What follows belongs to an exercise in optimizing a design on an open flow for small area; a production flow would make more cautious choices. At most, simulation tests tie the RTL to the original design; equivalence was not proved. Function not checked in run 2: the RTL went through the layout flow alone. Power figures rest on the tool's default switching activity, not on a simulated workload.

[flow/design.v]
`default_nettype none
module dpCluster (
    input  logic       clk,
    input  logic       rstN,
    input  logic       wbCyc,
    input  logic       wbStb,
    input  logic       wbWe,
    input  logic [3:0] wbAdr,
    input  logic [32-1:0]      wbDatW,
    output logic [32-1:0]      wbDatR,
    output logic       wbAck
);
    localparam int W = 32;
    localparam int L = 4;
    logic [W-1:0] opA;
    logic [W-1:0] opB;
    logic [W-1:0] res   [L];
    logic [3:0]   flg   [L];
    logic [3:0]   rdS   [L];
    logic [3:0]   enc   [L];     
    logic [L-1:0] zS;            
    logic [L-1:0] done;
    logic [L-1:0] valid;         
    logic       take;
    logic [3:0] adrR;
    logic       weR;
    assign take = !wbAck && wbCyc && wbStb;
    always_ff @(posedge clk) begin
        wbAck <= rstN && take;
        adrR  <= wbAdr;
        weR   <= wbWe;
    end
    always_ff @(posedge clk) begin
        if (take && wbWe && wbAdr == 4'd0) opA <= wbDatW;
        if (take && wbWe && wbAdr == 4'd1) opB <= wbDatW;
    end
    logic [W-1:0] ins;
    logic [1:0]   iLane;
    logic         isIssue;
    logic [3:0]   fl;
    logic         zOld;
    logic         n, z, c, v;
    assign ins     = wbDatW;
    assign iLane   = {wbAdr[2], wbAdr[0]};
    assign isIssue = take && wbWe && wbAdr[3:1] != 3'b000 && wbAdr[3:1] != 3'b011 && !wbAdr[3];
    assign fl      = valid[iLane] ? flg[iLane] : 4'b0000;
    assign zOld    = !valid[iLane] || zS[iLane];
    assign {n, z, c, v} = fl;
    logic [3:0] cond;
    logic       condPass;
    logic [1:0] cls;
    logic [3:0] opc;
    logic       mul;
    logic       dp;
    logic       regW;
    logic       exec;
    logic       noWrite;
    logic       doWrite;
    logic       logicOp;
    assign cond = ins[31:28];
    assign cls  = ins[27:26];
    assign opc  = ins[24:21];
    always_comb begin
        case (cond)
            4'h0:    condPass = z;
            4'h1:    condPass = !z;
            4'h2:    condPass = c;
            4'h3:    condPass = !c;
            4'h4:    condPass = n;
            4'h5:    condPass = !n;
            4'h6:    condPass = v;
            4'h7:    condPass = !v;
            4'h8:    condPass = c && !z;
            4'h9:    condPass = !c || z;
            4'hA:    condPass = n == v;
            4'hB:    condPass = n != v;
            4'hC:    condPass = !z && (n == v);
            4'hD:    condPass = z || (n != v);
            default: condPass = 1'b1;
        endcase
    end
    assign mul     = !ins[25] && ins[7:4] == 4'b1001 && opc == 4'b0000;
    assign dp      = cls == 2'd0 && !mul;
    assign regW    = cls == 2'd0 ? !mul :
                     cls == 2'd1 ? ins[20] && !(ins[25:20] == 6'b111111 && ins[7:4] == 4'b1111) :
                     1'b0;
    assign exec    = dp && condPass;
    assign noWrite = opc[3:2] == 2'b10;
    assign doWrite = exec && !noWrite;
    assign logicOp = ((opc) == 4'd0 || (opc) == 4'd1 || (opc) == 4'd8 || 
                         (opc) == 4'd9 || (opc) == 4'd12 || (opc) == 4'd13 || 
                         (opc) == 4'd14 || (opc) == 4'd15);
    logic [2*W-1:0] immRot;
    logic [W-1:0]   op2;
    assign immRot = {2{{(W-8){1'b0}}, ins[7:0]}} >> {ins[11:8], 1'b0};
    assign op2    = ins[25] ? immRot[W-1:0] : opB;
    logic         invB;
    logic         revS;
    logic         cin;
    logic [W-1:0] y2;
    logic [W:0]   sum;
    logic [W-1:0] aluY;
    logic         cOut;
    logic         ovf;
    always_comb begin
        invB = 1'b0;
        revS = 1'b0;
        cin  = 1'b0;
        case (opc)
            4'd2, 4'd10: begin invB = 1'b1; cin = 1'b1; end
            4'd3:           begin invB = 1'b1; revS = 1'b1; end
            4'd5:           cin = c;
            4'd6:           begin invB = 1'b1; cin = c; end
            4'd7:           begin invB = 1'b1; revS = 1'b1; cin = !c; end
            4'd14, 4'd15: invB = 1'b1;
            default:            ;
        endcase
    end
    assign y2   = op2 ^ {W{invB}};
    logic [W:0] cy;
    assign cy[0] = cin;
    for (genvar i = 0; i < W; i++) begin : gAdd
        assign cy[i+1] = (opA[i] & y2[i]) | (cy[i] & (opA[i] ^ y2[i]));
        assign sum[i]  = opA[i] ^ y2[i] ^ cy[i];
    end
    assign sum[W] = cy[W];
    assign cOut = sum[W] ^ revS;
    assign ovf  = (opA[W-1] == y2[W-1]) && (sum[W-1] != opA[W-1]);
    always_comb begin
        case (opc)
            4'd0, 4'd8, 4'd14: aluY = opA & y2;
            4'd1, 4'd9:          aluY = opA ^ y2;
            4'd12:                    aluY = opA | y2;
            4'd13, 4'd15:          aluY = y2;
            default:                     aluY = sum[W-1:0] ^ {W{revS}};
        endcase
    end
    logic [3:0] aluFlags;
    logic [3:0] mask;
    logic [3:0] newFlags;
    logic       aluZ;
    assign aluZ     = aluY == '0;
    assign aluFlags = {aluY[W-1], aluZ, logicOp ? c : cOut, ovf};
    assign mask     = (exec && ins[20]) ? (logicOp ? 4'b1110 : 4'b1111) : 4'b0000;
    assign newFlags = (fl & ~mask) | (aluFlags & mask);
    logic [3:0] newEnc;
    logic       clrSel;
    assign newEnc = {exec, exec ? {ins[20], !noWrite} : cls, regW};
    assign clrSel = wbAck && !weR && adrR[3:2] == 2'b11;
    for (genvar i = 0; i < L; i++) begin : gLane
        logic iss;
        assign iss = isIssue && iLane == i;
        always_ff @(posedge clk) begin
            if (iss) begin
                flg[i]  <= newFlags;
                rdS[i]  <= ins[15:12];
                enc[i]  <= newEnc;
                zS[i]   <= doWrite ? aluZ : zOld;
            end
            if (iss && doWrite) res[i] <= aluY;
            if (iss) begin
                done[i] <= 1'b1;
            end else if (clrSel && adrR[1:0] == i) begin
                done[i] <= 1'b0;
            end
            if (!rstN) begin
                valid[i] <= 1'b0;
            end else if (iss) begin
                valid[i] <= 1'b1;
            end
        end
    end
    logic [1:0]  rLane;
    logic        rValid;
    logic [3:0]  rEnc;
    logic [3:0]  rRd;
    logic [15:0] rStat;
    logic        rPcs;
    assign rLane  = adrR[1:0];
    assign rValid = valid[rLane];
    assign rEnc   = enc[rLane];
    assign rRd    = rdS[rLane];
    assign rPcs   = (rRd == 4'd15 && rEnc[0]) || (!rEnc[3] && rEnc[2:1] == 2'd2);
    assign rStat  = {zS[rLane], rEnc[3], rRd, rEnc[3] ? 2'b00 : rEnc[2:1], flg[rLane],
                     rEnc[3] && rEnc[2], rPcs, rEnc[3] && rEnc[1], done[rLane]};
    always_comb begin
        wbDatR = '0;
        if (adrR[3] && rValid) begin
            if (adrR[2]) begin
                wbDatR = {{(W-16){1'b0}}, rStat};
            end else if (!zS[rLane]) begin
                wbDatR = res[rLane];
            end
        end
    end
endmodule
`default_nettype wire
[flow/run.sh]
#!/bin/bash
# synth_recipe.tcl (not shown) runs the flow's synth.tcl, then flattens the netlist and writes it again
# the make line also repeats each setting of config.mk as NAME=value (left out here)
make -C /OpenROAD-flow-scripts/flow DESIGN_CONFIG=/design/flow/config.mk WORK_HOME=/design/flow/orfs CLKGATE_MAP_FILE= SYNTH_SCRIPT=/design/flow/synth_recipe.tcl finish
[flow/config.mk]
export PLATFORM = sky130hd
export DESIGN_NAME = dpCluster
export DESIGN_NICKNAME = dpCluster
export VERILOG_FILES = /design/flow/design.v
export SDC_FILE = /design/flow/constraint.sdc
export NUM_CORES = 4
export LEC_CHECK = 0
export CAP_MARGIN = 20
export CORE_MARGIN = 2
export CORE_UTILIZATION = 40
export SLEW_MARGIN = 20
[flow/constraint.sdc]
create_clock -name core_clock -period 10.0 [get_ports {clk}]
set_input_delay 2.0000 -clock core_clock [delete_from_list [all_inputs] [get_ports {clk}]]
set_output_delay 2.0000 -clock core_clock [all_outputs]
set_load 0.01 [all_outputs]
==> results of run 1 <==
## stage by stage
stage	hold WS (ns)	instance area [um^2]	TNS, ns
CTS	0.451	19000	-287.87
finish	0.452	19100	-283.21
global route	0.484	19100	-306.25
detailed placement	0.442	17800	-408.75
floorplan	0.417	15500	-304.51
global placement	0.437	17800	-401.29
## tightest hold or removal path, cell delays in order, from the launching register on
cell	delay [ns]
sky130_fd_sc_hd__dfxtp_1	0.31
sky130_fd_sc_hd__nand2_1	0.06
sky130_fd_sc_hd__nand2_1	0.04
## cell usage after synthesis, drive strengths merged (12+ instances only)
| master | instances | area, um^2 |
|---|---|---|
| nand4 | 12 | 75.1 |
| edfxtp | 244 | 7330 |
| xnor2 | 45 | 394 |
| o22ai | 19 | 119 |
| nand3b | 20 | 150 |
| nand2b | 21 | 131 |
| and3 | 19 | 121 |
| nor2b | 35 | 219 |
| buf | 35 | 179 |
| clkbuf | 53 | 199 |
| inv | 87 | 327 |
| o21ai | 58 | 290 |
| mux2i | 29 | 290 |
| mux4 | 55 | 1250 |
| dfxtp | 14 | 280 |
| nand3 | 26 | 130 |
| o211ai | 16 | 125 |
| a21oi | 43 | 219 |
| fa | 32 | 641 |
| nand2 | 56 | 213 |
| ha | 64 | 801 |
| nor2 | 49 | 184 |
## placed cells by master (no fill, tap or decap), types with 14 or more instances in the layout
cell	instances
sky130_fd_sc_hd__a21oi_1	36
sky130_fd_sc_hd__and3_1	17
sky130_fd_sc_hd__buf_4	163
sky130_fd_sc_hd__clkbuf_16	28
sky130_fd_sc_hd__clkdlybuf4s50_1	60
sky130_fd_sc_hd__edfxtp_1	244
sky130_fd_sc_hd__fa_2	32
sky130_fd_sc_hd__ha_1	64
sky130_fd_sc_hd__inv_1	83
sky130_fd_sc_hd__mux2i_1	28
sky130_fd_sc_hd__mux4_2	53
sky130_fd_sc_hd__nand2_1	51
sky130_fd_sc_hd__nand2b_1	21
sky130_fd_sc_hd__nand3_1	26
sky130_fd_sc_hd__nand3b_1	20
sky130_fd_sc_hd__nor2_1	45
sky130_fd_sc_hd__nor2b_1	33
sky130_fd_sc_hd__o211ai_1	15
sky130_fd_sc_hd__o21ai_0	45
sky130_fd_sc_hd__o22ai_1	14
sky130_fd_sc_hd__xnor2_1	43
## where the power goes
part	total, uW	leakage, uW	switching (uW)	internal (uW)
registers	1220	0.00233	6.65	1210
clock network	1130	0.000494	439	687
logic	596	0.00417	334	263
total	2940	0.00699	780	2160
## sequential cells by signal, summed over array words and instances, names as in the netlist
signal	flops
rdS	16
wbAck	1
zS	4
opA	32
enc	16
res	128
flg	16
valid	4
weR	1
done	4
adrR	4
opB	32
## kinds of logic after synthesis
| logic type | share of synthesized area (%) |
|---|---|
| AND/OR/NAND/NOR | 10.8 |
| AO/OA/AOI/OAI | 12.7 |
| flip-flops | 49.4 |
| buffers and inverters | 4.60 |
| adder cells (fa/ha/maj) | 9.37 |
| multiplexers | 10.3 |
| XOR/XNOR | 2.79 |
## per-layer routing
layer / GRT usage [%] / routed length [um]
met2: 35.6 / 21100
met1: 32.9 / 20600
met3: 3.87 / 3080
met4: 7.44 / 1550
met5: 0 / 0
## worst max-delay path by stage
stage	from	slack [ns]	depth (start not counted)	end
2_1_floorplan	wbAdr[0]	-6.15	48	zS[0]
3_3_place_gp	wbAdr[0]	-7.15	48	zS[0]
3_5_place_dp	wbAdr[2]	-7.27	48	flg[2][2]
4_1_cts	wbAdr[2]	-5.86	48	flg[3][2]
5_1_grt	wbAdr[2]	-6.21	48	zS[3]
6_report	wbAdr[2]	-5.79	48	zS[2]
## area by class of cell
class / count / area [um^2] / share of cell area [%]
clock inverters: 17 / 264 / 1.38
repair buffers: 245 / 2040 / 10.7
clock buffers: 35 / 747 / 3.90
well taps: 511 / 639 / 3.34
flip-flops and latches: 258 / 7610 / 39.8
multi-input cells: 803 / 7500 / 39.2
inverters: 88 / 330 / 1.73
## timing repair
item / in CTS / in global routing
hold buffers: 0 / 0
endpoints found under the hold margin: 0 / 0
pin swaps: 34 / 13
endpoints found under the setup margin: 88 / 84
gates resized for setup: 61 / 34
buffers inserted: 9 / 5
==> impl_metrics.env, run 1 <==
export IMPL_worst_path_max_fanout=4
export IMPL_nets=1561
export IMPL_cts_root_buffer_cell="sky130_fd_sc_hd__clkbuf_16"
export IMPL_maxcap_violations=0
export IMPL_tritoncts_buffer_count=28
export IMPL_std_cell_rows=71
export IMPL_place_detailed_hpwl_mm=33.0
export IMPL_synth_sequential_area_ratio_pct=49.4
export IMPL_detailedPlace_worstSlack_ns=-7.27
export IMPL_mappedNetlistArea_um2=15400
export IMPL_rsz_0062_raised_after_global_routing="true"
export IMPL_final_period_minus_worst_setup_slack_ns=15.79
export IMPL_cpPeakStageDelay_ns=0.54
export IMPL_boundaryPins=74
export IMPL_htreeDepth=1
export IMPL_wl_mm=46.4
export IMPL_wire_length_of_the_first_global_routing_pass_mm=69.8
export IMPL_chipWidth_um=200
export IMPL_final_setup_skew_ns=0.0233
export IMPL_initial_antenna_violation_count=1
export IMPL_startpoint_type="input pin"
export IMPL_drt_wirelength_per_cell_um=23.7
export IMPL_tritoncts="yes"
export IMPL_hold_path_class="flop to flop"
export IMPL_outcome="failed layout checks"
export IMPL_crit_required_ns=10.41
export IMPL_crit_top_cell="sky130_fd_sc_hd__fa_2"
export IMPL_leakage_uw=0.00699
export IMPL_gr_total_overflow=0
export IMPL_checkFailReasons="setup timing"
export IMPL_postSynthAreaPerCell_um2=12.4
export IMPL_num_vias=11200
export IMPL_postSynth_topFlopCell="sky130_fd_sc_hd__edfxtp_1"
export IMPL_worstHoldEndpoint="done[1]"
export IMPL_layout_filler_cells=3333
export IMPL_async_set_reset_flop_share_out_of_synthesis_pct=0
export IMPL_drtPass1Iterations=5
export IMPL_worst_ep_arrival_time_ns=16.20
export IMPL_cellPowerDensity_nw_per_um2=154
export IMPL_place_port_buffers=73
export IMPL_finished_layout_cells=1957
export IMPL_worstSkewPairLatency_ns=0.59
export IMPL_clk_pin_slew_worst_paths_ns=0.06
export IMPL_critPathCaptureType="flop"
export IMPL_final_hold_viol_count=0
export IMPL_path_delay_family="adder cells"
export IMPL_drive_above_1_share_pct=27.4
export IMPL_drt_antenna_violating_nets=0
export IMPL_die_y_um=200
export IMPL_maxSlewViolCount=0
export IMPL_netlist_instances=1237
export IMPL_post_route_period_util_pct=158
export IMPL_drcViolationCount=0
export IMPL_timing_hold_worst_start="done[1]"
export IMPL_syn_to_final_growth_pct=24.4
export IMPL_yosys_warnings=5
export IMPL_ys_seq_elements=258
export IMPL_fmax_mhz=63.3
export IMPL_final_util_pct=50.7
export IMPL_globalplace_congestion=0.950
export IMPL_setup_worst_path_class="input pin to flop"
export IMPL_grt_start_max_net_pins=64
export IMPL_cp_slowest_cell="sky130_fd_sc_hd__mux4_2"
export IMPL_die_area_um2=40000
export IMPL_total_routing_usage_gr_pct=23.0
export IMPL_ff2ff_path_depth=47
export IMPL_crit_reg2reg_capture="zS[2]"
export IMPL_path_buf_inv=4
export IMPL_finalSetupViolations=80
export IMPL_floorplan_initialDensity_pct=40.7
export IMPL_cts_sinks=258
export IMPL_synth_edf_count=244
export IMPL_setup_slack_ns=-5.79
export IMPL_reg2reg_setup_slack_ns=-4.69
export IMPL_worstMarginPinSlew_ns=1.33
export IMPL_timing_slew_headroom_pct=11.1
export IMPL_synthDistinctLibCells=84
export IMPL_clock_path_buffers=3
export IMPL_design_core_area_um2=37800
export IMPL_first_global_vias=11000
export IMPL_via_per_inst=5.72
export IMPL_worst_ir_drop_vdd_mv=0.120
export IMPL_synthesis_nets=1374
export IMPL_num_antenna_cells=0
export IMPL_timing_rr_start="flg[1][1]"
export IMPL_hold_path_depth=2
export IMPL_drtIter0Drc=1075
export IMPL_p_total_uw=2940
export IMPL_place_detailed_instances=1901
==> inputs of run 2 (changes only) <==
--- a/flow/design.v
+++ b/flow/design.v
@@ -90,18 +90,23 @@
     assign logicOp = ((opc) == 4'd0 || (opc) == 4'd1 || (opc) == 4'd8 || 
                          (opc) == 4'd9 || (opc) == 4'd12 || (opc) == 4'd13 || 
                          (opc) == 4'd14 || (opc) == 4'd15);
-    logic [2*W-1:0] immRot;
-    logic [W-1:0]   op2;
-    assign immRot = {2{{(W-8){1'b0}}, ins[7:0]}} >> {ins[11:8], 1'b0};
-    assign op2    = ins[25] ? immRot[W-1:0] : opB;
-    logic         invB;
-    logic         revS;
-    logic         cin;
-    logic [W-1:0] y2;
-    logic [W:0]   sum;
-    logic [W-1:0] aluY;
-    logic         cOut;
-    logic         ovf;
+    logic [15:0]  rotDec;
+    logic [W-1:0] immVal;
+    logic [W-1:0] op2;
+    always_comb begin
+        rotDec = '0;
+        rotDec[ins[11:8]] = 1'b1;
+        for (int j = 0; j < W; j++) begin
+            immVal[j] = 1'b0;
+            for (int r = 0; r < 16; r++) begin
+                if (((j + 2*r) % W) < 8) immVal[j] = immVal[j] | (rotDec[r] & ins[(j + 2*r) % W]);
+            end
+        end
+    end
+    assign op2 = ins[25] ? immVal : opB;
+    logic invB;
+    logic revS;
+    logic cin;
     always_comb begin
         invB = 1'b0;
         revS = 1'b0;
@@ -116,25 +121,43 @@
             default:            ;
         endcase
     end
-    assign y2   = op2 ^ {W{invB}};
-    logic [W:0] cy;
-    assign cy[0] = cin;
-    for (genvar i = 0; i < W; i++) begin : gAdd
-        assign cy[i+1] = (opA[i] & y2[i]) | (cy[i] & (opA[i] ^ y2[i]));
-        assign sum[i]  = opA[i] ^ y2[i] ^ cy[i];
-    end
-    assign sum[W] = cy[W];
-    assign cOut = sum[W] ^ revS;
-    assign ovf  = (opA[W-1] == y2[W-1]) && (sum[W-1] != opA[W-1]);
+    logic [3:0] lut;
     always_comb begin
         case (opc)
-            4'd0, 4'd8, 4'd14: aluY = opA & y2;
-            4'd1, 4'd9:          aluY = opA ^ y2;
-            4'd12:                    aluY = opA | y2;
-            4'd13, 4'd15:          aluY = y2;
-            default:                     aluY = sum[W-1:0] ^ {W{revS}};
+            4'd0, 4'd8, 4'd14: lut = 4'b1000;
+            4'd1, 4'd9:          lut = 4'b0110;
+            4'd12:                    lut = 4'b1110;
+            4'd13, 4'd15:          lut = 4'b1010;
+            default:                     lut = revS ? 4'b1001 : 4'b0110;
         endcase
     end
+    localparam int H = W / 2;
+    logic [W-1:0] y2;
+    logic [H:0]   cLo;
+    logic [H:0]   cHi0;
+    logic [H:0]   cHi1;
+    logic [W-1:0] cy;
+    logic         cTop;
+    logic [W-1:0] aluY;
+    assign y2 = op2 ^ {W{invB}};
+    assign cLo[0]  = cin;
+    assign cHi0[0] = 1'b0;
+    assign cHi1[0] = 1'b1;
+    for (genvar i = 0; i < H; i++) begin : gCarry
+        assign cLo[i+1]  = (opA[i] & y2[i]) | (cLo[i] & (opA[i] | y2[i]));
+        assign cHi0[i+1] = (opA[H+i] & y2[H+i]) | (cHi0[i] & (opA[H+i] | y2[H+i]));
+        assign cHi1[i+1] = (opA[H+i] & y2[H+i]) | (cHi1[i] & (opA[H+i] | y2[H+i]));
+        assign cy[i]     = cLo[i];
+        assign cy[H+i]   = cLo[H] ? cHi1[i] : cHi0[i];
+    end
+    assign cTop = cLo[H] ? cHi1[H] : cHi0[H];
+    for (genvar i = 0; i < W; i++) begin : gBit
+        assign aluY[i] = lut[{opA[i], y2[i] ^ (!logicOp && cy[i])}];
+    end
+    logic cOut;
+    logic ovf;
+    assign cOut = cTop ^ revS;
+    assign ovf  = cTop ^ cy[W-1];
     logic [3:0] aluFlags;
     logic [3:0] mask;
     logic [3:0] newFlags;
==> flow/flow/run.sh (new file) <==
#!/bin/bash
# The standard layout with three changes: ABC maps with the area script
# in area.abc, ports are buffered with buf_1 and CTS adds no dummy loads.
# Everything else, the synthesis passes and the register names included, is
# the standard flow's.
set -euo pipefail
HERE=$(pwd)
F=$HERE/flow

# ORFS synthesis, with abc_args pointed at our script (the -D period stays)
sed "/^read_checkpoint /a set abc_args [lreplace \$abc_args 1 1 $F/area.abc]" \
    "$FLOW_HOME/scripts/synth.tcl" > "$HERE/my_synth.tcl"
grep -q "area.abc" "$HERE/my_synth.tcl"
sed "s#\$::env(SCRIPTS_DIR)/synth.tcl#$HERE/my_synth.tcl#" synth_recipe.tcl > "$HERE/my_synth_recipe.tcl"
grep -q "my_synth.tcl" "$HERE/my_synth_recipe.tcl"

bash standard.sh \
    "SYNTH_SCRIPT=$HERE/my_synth_recipe.tcl" \
    "BUFFER_PORTS_ARGS=-buffer_cell sky130_fd_sc_hd__buf_1" \
    "CTS_ARGS=-sink_clustering_enable -repair_clock_nets -dont_use_dummy_load" \
    finish > "$HERE/flow.log" 2>&1
==> flow/flow/area.abc (new file) <==
strash
&get -n
&fraig -x
&put
scorr
dc2
strash
&get -n
&dch -f
&nf
&put
==> flow/standard.sh (new file) <==
#!/bin/bash
# synth_recipe.tcl (not shown) runs the flow's synth.tcl, then flattens the netlist and writes it again
# the make line also repeats each setting of config.mk as NAME=value (left out here)
make -C /OpenROAD-flow-scripts/flow DESIGN_CONFIG=/design/flow/config.mk WORK_HOME=/design/flow/orfs CLKGATE_MAP_FILE= SYNTH_SCRIPT=/design/flow/synth_recipe.tcl "${@:-finish}"
removed: flow/run.sh
==> impl_metrics.env, run 2 <==
export IMPL_cts_hold_repair_buffers=0
export IMPL_globalplace_congestion=0.866
export IMPL_cts_setup_buffers=0
export IMPL_finalSetupViolations=0
export IMPL_clock_path_buffers=3
export IMPL_clk_pin_slew_worst_paths_ns=0.05
export IMPL_num_antenna_cells=0
export IMPL_final_hold_viol_count=0
export IMPL_postSynthAreaPerCell_um2=11.6
export IMPL_postSynth_topFlopCell="sky130_fd_sc_hd__edfxtp_1"
export IMPL_final_period_minus_worst_setup_slack_ns=9.42
export IMPL_syn_to_final_growth_pct=18.7
export IMPL_total_routing_usage_gr_pct=21.6
export IMPL_tritoncts="yes"
export IMPL_ff2ff_path_depth=28
export IMPL_part_of_the_power_in_the_clock_network_pct=34.5
export IMPL_p_int_uw=1890
export IMPL_drcViolationCount=0
export IMPL_yosys_warnings=5
export IMPL_synth_sequential_area_ratio_pct=59.6
export IMPL_tritoncts_buffer_count=29
export IMPL_timing_rr_start="valid[0]"
export IMPL_detailedPlace_worstSlack_ns=-0.354
export IMPL_yosysTopAreaCell="sky130_fd_sc_hd__edfxtp_1"
export IMPL_startpoint_type="input pin"
export IMPL_num_vias=10200
export IMPL_timing_hold_worst_start="done[3]"
export IMPL_drt_antenna_violating_nets=0
export IMPL_place_detailed_instances=1656
export IMPL_nets=1334
export IMPL_synth_most_common_cell="sky130_fd_sc_hd__edfxtp_1"
export IMPL_drive_above_1_share_pct=11.0
export IMPL_synth_top_cells_by_area="sky130_fd_sc_hd__edfxtp_1 57%, sky130_fd_sc_hd__a22oi_1 4.5%, sky130_fd_sc_hd__nand2_1 3.3%"
export IMPL_netlist_instances=1096
export IMPL_outcome="complete, no violations"
export IMPL_synthDistinctLibCells=52
export IMPL_die_area_um2=33400
export IMPL_fmax_mhz=106
export IMPL_drtIter0Drc=1016
export IMPL_finished_layout_cells=1689
export IMPL_crit_reg2reg_capture="flg[1][2]"
export IMPL_boundaryPins=74
export IMPL_wire_length_of_the_first_global_routing_pass_mm=55.7
export IMPL_timing_slew_headroom_pct=39.2
export IMPL_critPathCaptureType="flop"
export IMPL_hold_path_class="flop to flop"
export IMPL_setup_worst_path_class="input pin to flop"
export IMPL_std_cell_rows=65
export IMPL_wl_mm=36.8
export IMPL_final_util_pct=48.1
export IMPL_grt_start_max_net_pins=44
export IMPL_synthesis_nets=1141
export IMPL_power_switching_uw=683
export IMPL_maxSlewViolCount=0
export IMPL_synth_top_area_share_pct=57.4
export IMPL_worst_ep_arrival_time_ns=9.82
export IMPL_async_set_reset_flop_share_out_of_synthesis_pct=0
export IMPL_crit_required_ns=10.40
export IMPL_place_detailed_hpwl_mm=24.5
export IMPL_multiInputGateArea_um2=5230
export IMPL_mostFrequentLayoutCell="sky130_fd_sc_hd__edfxtp_1"
export IMPL_drtPass1Iterations=9
export IMPL_combinational_power_share_pct=18.1
export IMPL_largest_reg_flops=128
export IMPL_postCtsResizedCells=0
export IMPL_top_regs="res: 128 flops, opA: 32 flops, opB: 32 flops"
export IMPL_design_core_area_um2=31500
export IMPL_setup_slack_ns=0.581
export IMPL_register_area_um2=7610
export IMPL_cp_slowest_cell="sky130_fd_sc_hd__or4_1"
export IMPL_synth_cells_most_frequent="244 x sky130_fd_sc_hd__edfxtp_1, 111 x sky130_fd_sc_hd__nand2_1, 95 x sky130_fd_sc_hd__nor2_1"
export IMPL_drt_wirelength_per_cell_um=21.8
export IMPL_mappedNetlistArea_um2=12800
export IMPL_ys_seq_elements=258
export IMPL_floorplan_initialDensity_pct=40.5
export IMPL_cpPeakStageDelay_ns=0.62
export IMPL_via_per_inst=6.02
export IMPL_worstSkewPairLatency_ns=0.56
export IMPL_rsz_0062_raised_after_global_routing="false"
export IMPL_place_port_buffers=73
export IMPL_die_y_um=183
export IMPL_register_with_the_most_flip_flops="res"
export IMPL_worstHoldEndpoint="done[3]"
export IMPL_chipWidth_um=183
export IMPL_htreeDepth=1
export IMPL_maxcap_violations=0
export IMPL_final_setup_skew_ns=0.0372
export IMPL_leakage_uw=0.00488
export IMPL_hold_path_depth=2
export IMPL_power_sequential_fraction_pct=47.4
export IMPL_cts_sinks=258
export IMPL_worst_ir_drop_vdd_mv=0.139
export IMPL_worstMarginPinSlew_ns=0.910
export IMPL_post_route_period_util_pct=94.2
export IMPL_p_sw_share_pct=26.5
export IMPL_cts_root_buffer_cell="sky130_fd_sc_hd__clkbuf_16"
export IMPL_most_common_layout_cells="244 x sky130_fd_sc_hd__edfxtp_1, 111 x sky130_fd_sc_hd__nand2_1, 88 x sky130_fd_sc_hd__nor2_1, 84 x sky130_fd_sc_hd__buf_4, 77 x sky130_fd_sc_hd__a21oi_1"
export IMPL_first_global_vias=9737
export IMPL_p_total_uw=2580
export IMPL_worst_path_max_fanout=7
export IMPL_reg2reg_setup_slack_ns=2.00
export IMPL_cellPowerDensity_nw_per_um2=170
export IMPL_layout_filler_cells=2854
export IMPL_synth_edf_count=244
export IMPL_initial_antenna_violation_count=1
export IMPL_gr_total_overflow=0
run 2: kinds of logic (layout without fill, tap and decap cells):
logic type               Yosys count  count (layout)  share of synthesized area [%]
multiplexers                      17              17                           1.64
adder cells (fa/ha/maj)            5               5                          0.471
AND/OR/NAND/NOR                  366             366                           13.7
XOR/XNOR                          65              65                           4.46
buffers and inverters             17             208                          0.500
AO/OA/AOI/OAI                    368             368                           19.6
flip-flops                       258             258                           59.6
run 2: layer usage:
metal	global-route usage, %	part of all wire (%)	vias to the layer above
li1	-	-	4778
met1	30.1	44	4960
met2	35.7	46	380
met3	2.67	6.8	57
met4	6.13	2.6	0
met5	0	0	-
run 2: final cells by class:
class,count,area share (%)
clock buffers,29,4.79
inverters,17,0.421
multi-input cells,821,34.5
flip-flops and latches,258,50.2
well taps,402,3.32
repair buffers,162,6.74
run 2: power by group through the flow:
stage	registers [uW]	logic, uW	clock network [uW]
2_1_floorplan	1240	281	0
6_report	1220	466	889
3_5_place_dp	1240	458	0
3_3_place_gp	1240	447	0
4_1_cts	1220	459	903
5_1_grt	1220	510	938
run 2: worst max path at each step:
stage,start,cells after the start,slack (ns),end
2_1_floorplan,wbDatW[8],28,0.05,flg[0][2]
3_3_place_gp,wbDatW[10],31,-0.1,flg[0][2]
3_5_place_dp,wbDatW[8],31,-0.35,flg[0][2]
4_1_cts,wbDatW[8],32,0.19,flg[0][3]
5_1_grt,wbDatW[10],32,0.03,flg[0][3]
6_report,wbDatW[10],31,0.58,flg[1][2]
run 2: metrics by stage:
stage / hold WS, ns / instance area [um^2] / setup TNS (ns)
3_3_place_gp: 0.452 / 14300 / -0.656
5_1_grt: 0.504 / 15100 / 0
2_1_floorplan: 0.440 / 12800 / 0
3_5_place_dp: 0.462 / 14300 / -4.01
4_1_cts: 0.471 / 15000 / 0
6_report: 0.467 / 15100 / 0
run 2: worst max-delay path, delay by kind of cell:
kind	cells	cell delay, ns
XOR/XNOR	1	0.15
buffers and inverters	5	0.87
AO/OA/AOI/OAI	18	4.47
AND/OR/NAND/NOR	6	2.05
multiplexers	1	0.25

port drivers added, routing unchanged:
No port has a modelled driver above. Below, the same layouts with a new extraction and two added sets of constraints.
Step 1 sets driving cells, clkbuf_16 on the clock port and buf_2 on the other inputs (assumed; they add their load-dependent delay and slew).
Step 2, shift: input delay + t, output delay - t, t = (earliest + latest rising clock arrival at the registers) / 2. This alone moves slack from input paths to output paths.
a / b / c = ideal / step 1 / step 2; a / b = the first two.
run | shift t [ns] | setup WS [ns] | pins driven straight from the clock port
run 1 | 0.633 | -5.794 / -5.791 / -6.424 | 1
run 2 | 0.585 | 0.581 / 0.606 / 0.021 | 1
For run 1, which loses most, drivers alone change the setup slack by +0.003 ns; drivers and shift together by -0.630 ns.
